Source: an optimization exercise on an open RTL-to-GDS flow (aim: small area, a short achievable clock period and few clock cycles per item). Production flows keep margins and buffers that such runs may drop.
The clock port is modelled as an ideal driver; clocking choices that lean on that would not hold on a real chip.
Power is estimated from default activity; no workload was simulated.

## build 73
## sector_change_id_tracker
module sector_change_id_tracker
(
	input  logic                          clk,
	input  logic                          arst_n,
	input  logic                          cfg_we,
	input  logic [scit_pkg::ID_W-1:0]     cfg_wdata,
	input  logic                          in_valid,
	output logic                          in_stall,
	input  logic [scit_pkg::CMD_W-1:0]    command,
	input  logic [scit_pkg::SECTOR_W-1:0] sector,
	input  logic [scit_pkg::ID_W-1:0]     change_id,
	output logic                          out_valid,
	input  logic                          out_stall,
	output logic [scit_pkg::ID_W-1:0]     sector_id,
	output logic                          cleared,
	output logic                          all_done,
	output logic                          bad_sector
);
For scale: about 1,600 cells after synthesis, about 330 flip-flops, about 120 I/O pins, ~16,000 µm² of cells after synthesis.
clock: 4.0 ns
lec_check: 0
cap_margin: 20
core_margin: 2
core_utilization: 55
setup_slack_margin: 2.5
slew_margin: 20
tns_end_percent: 0
run.sh (not shown) runs the stock make flow with config.mk's settings and CLKGATE_MAP_FILE= SYNTH_SCRIPT=/design/flow/synth_recipe.tcl, a recipe that flattens the netlist after the stock synthesis.
Build 73 completed end to end with timing, DRC and antenna clean.
For build 53, these inputs were changed with respect to build 73:
Settings: changing SETUP_SLACK_MARGIN from 2.5 to 1.8.
==> flow/flow/run.sh (new file) <==
#!/bin/bash
# The standard layout (the standard.sh, standard synthesis unchanged), with
# the port buffers made from buf_2 cells instead of the delay buffers that
# buffer_ports picks by default, repair not held to matching footprints, and
# extra setup repair after CTS (post_cts.tcl). Make's output goes to standard.log.
set -euo pipefail
here=$(pwd)
bash standard.sh "BUFFER_PORTS_ARGS=-buffer_cell sky130_fd_sc_hd__buf_2" \
	MATCH_CELL_FOOTPRINT=0 "POST_CTS_TCL=$here/flow/post_cts.tcl" finish > standard.log 2>&1
==> flow/flow/post_cts.tcl (new file) <==
# Extra setup repair after CTS, aimed at the worst path only, then legalise.
estimate_parasitics -placement
for {set i 0} {$i < 4} {incr i} {
  repair_timing -setup -setup_margin 2.0 -repair_tns 0 -verbose
}
detailed_placement
check_placement -verbose
report_worst_slack
==> flow/standard.sh (new file) <==
#!/bin/bash
# synth_recipe.tcl (not shown) runs the flow's synth.tcl, then flattens the netlist and writes it again
# the make line also repeats each setting of config.mk as NAME=value (left out here)
make -C /OpenROAD-flow-scripts/flow DESIGN_CONFIG=/design/flow/config.mk WORK_HOME=/design/flow/orfs CLKGATE_MAP_FILE= SYNTH_SCRIPT=/design/flow/synth_recipe.tcl "${@:-finish}"
removed: flow/run.sh
==> summary.txt <==
Per the final summary, build 53 finished and its layout is clean on timing, DRC and antenna. The standard cells in build 53 occupy less silicon area than those in build 73 do. Min number of violations reported at the end of detailed-routing iteration 0 across build 73 and build 53: build 53. Build 73 vs build 53, launching instance or port of the critical path: sector[1] vs sector[0]. Total wire length after detailed routing (build 53 vs. build 73) increases slightly.
diff inputs: build 53 => build 65
Settings: CTS_BUF_LIST newly set to sky130_fd_sc_hd__clkbuf_8.
==> flow/flow/run.sh <==
#!/bin/bash
# The standard layout (the standard.sh, standard synthesis unchanged), with
# the port buffers made from buf_2 cells instead of the delay buffers that
# buffer_ports picks by default. The full make output goes to standard.log.
set -euo pipefail
bash standard.sh "BUFFER_PORTS_ARGS=-buffer_cell sky130_fd_sc_hd__buf_2" finish > standard.log 2>&1
removed: flow/flow/post_cts.tcl
Results
Summary — register-to-register slack, build 65 relative to build 53: higher, by 0.02 ns. Compared with build 53, build 65 shows fmax that has gone down by a few percent. Comparing the two runs side by side, build 65 comes out ahead of build 53 on post-detailed-routing wire length. Cmp build 65 vs build 53: stage delay of the slowest cell on the critical path higher in build 65. Power density relative to cell area (build 65 vs. build 53) decreases by a few percent. Final number of max-transition violations came out exactly the same in build 53 and build 65. Build 53 leaves more setup margin than build 65. Relative to build 53, the clock network fraction of design power of build 65 is lower by 1.4 points.
diff inputs: build 65 => build 14
Settings: CTS_BUF_LIST no longer set, was sky130_fd_sc_hd__clkbuf_8.
==> flow/run.sh (new file) <==
#!/bin/bash
# synth_recipe.tcl (not shown) runs the flow's synth.tcl, then flattens the netlist and writes it again
# the make line also repeats each setting of config.mk as NAME=value (left out here)
make -C /OpenROAD-flow-scripts/flow DESIGN_CONFIG=/design/flow/config.mk WORK_HOME=/design/flow/orfs CLKGATE_MAP_FILE= SYNTH_SCRIPT=/design/flow/synth_recipe.tcl finish
removed: flow/flow/run.sh
removed: flow/standard.sh
## What came out
Any difference in peak clock frequency supported by timing between build 14 and build 65 is small enough to ignore.
The lower maximum fanout count along the critical path came out of build 14.
Compared with build 65, in build 14 combinational cell fraction of total power now sits lower, clock group total power now larger.
> inputs changed (build 14 -> build 5)
==> flow/flow/run.sh (new file) <==
#!/bin/bash
# The standard layout (the standard.sh, standard synthesis unchanged), with
# the port buffers made from buf_2 cells instead of the delay buffers that
# buffer_ports picks by default. The full make output goes to standard.log.
set -euo pipefail
bash standard.sh "BUFFER_PORTS_ARGS=-buffer_cell sky130_fd_sc_hd__buf_2" finish > standard.log 2>&1
==> flow/standard.sh (new file) <==
#!/bin/bash
# synth_recipe.tcl (not shown) runs the flow's synth.tcl, then flattens the netlist and writes it again
# the make line also repeats each setting of config.mk as NAME=value (left out here)
make -C /OpenROAD-flow-scripts/flow DESIGN_CONFIG=/design/flow/config.mk WORK_HOME=/design/flow/orfs CLKGATE_MAP_FILE= SYNTH_SCRIPT=/design/flow/synth_recipe.tcl "${@:-finish}"
removed: flow/run.sh
[summary]
- Build 5 and build 14 ended up with roughly the same ratio of final minimum period to clock period.
- Relative to build 14, final setup slack of the worst path has increased by 0.0057 ns in build 5.
- Build 5 vs build 14: post-route total power down in build 5
- Build 5: final critical path time including I/O delays and setup is 0.0057 ns lower than what build 14 reported.
- Startpoint of the worst setup timing path = sector[2]: build 5; startpoint of the worst setup timing path = sector[1]: build 14
- In build 5 relative to build 14, cell area after placement had gone down by a few percent.
- Reported for build 5 and build 14, netlist area before placement turned out identical to the last digit.
- Diff build 14 -> build 5: total of clock buffers placed in the layout rose about 13%, leakage component of the power went down 3.7%.
Here is what was changed in the inputs of build 62 compared with build 5.
Settings: SETUP_SLACK_MARGIN changed from 1.8 to 1.0.
==> flow/run.sh (new file) <==
#!/bin/bash
# synth_recipe.tcl (not shown) runs the flow's synth.tcl, then flattens the netlist and writes it again
# the make line also repeats each setting of config.mk as NAME=value (left out here)
make -C /OpenROAD-flow-scripts/flow DESIGN_CONFIG=/design/flow/config.mk WORK_HOME=/design/flow/orfs CLKGATE_MAP_FILE= SYNTH_SCRIPT=/design/flow/synth_recipe.tcl finish
removed: flow/flow/run.sh
removed: flow/standard.sh
==> comparison <==
Build 62 vs build 5: portion of total power attributed to the clock network down
For the critical path data required time, build 62 came in 0.02 ns higher than build 5 did.
Measured against each other, build 62 and build 5 differ in number of post-CTS setup repair buffers, the lower figure coming from build 62.
Re flip-flop and latch share of the layout cell area: build 5 was higher than build 62.
Comparing build 62 and build 5, final-layout fill cell count is higher on build 5.
The worst hold slack of build 62 exceeds that of build 5 by 0.22 ns.
Diff build 5 -> build 62: met2 routing resource usage after global routing now sits lower; max-slew violation count now sits at about the same level.
Build 62 against build 5: achievable frequency went down, number of DRC markers after the initial detailed-route iteration went down.
Function was not checked in any run of this note: the RTL went through the layout flow alone.

[port drivers added, routing unchanged]
No port has a modelled driver above. Below, the same layouts with a new extraction and two added sets of constraints.
Step 1 assumes that a clkbuf_16 drives the clock port and a buf_2 every other input.
Step 2 times the ports against the registers' clock, not the clock port: input delays grow and output delays shrink by t, the midpoint of the rising clock arrivals with the driver on.
a / b / c = ideal / step 1 / step 2; a / b = the first two.
run | t, ns | setup WS [ns] | hold WS [ns] | worst data-port slew with drivers (ns) | cell pins on the clock port's net
build 73 | 0.590 | 1.245 / 1.096 / 0.506 | 0.469 / 0.447 / 0.469 | 0.22 | 1
build 53 | 0.575 | 1.350 / 1.152 / 0.577 | 0.282 / 0.258 / 0.469 | 0.26 | 1
build 65 | 0.642 | 1.254 / 1.187 / 0.545 | 0.070 / 0.044 / 0.472 | 0.19 | 1
build 14 | 0.590 | 1.245 / 1.096 / 0.506 | 0.469 / 0.447 / 0.469 | 0.22 | 1
build 5 | 0.579 | 1.251 / 1.193 / 0.614 | 0.149 / 0.118 / 0.472 | 0.17 | 1
build 62 | 0.578 | 0.956 / 0.974 / 0.396 | 0.370 / 0.339 / 0.471 | 0.06 | 1
After both steps setup and hold are still met in every run listed. For build 53, which loses most, drivers alone change the setup slack by -0.198 ns; drivers and shift together by -0.773 ns.
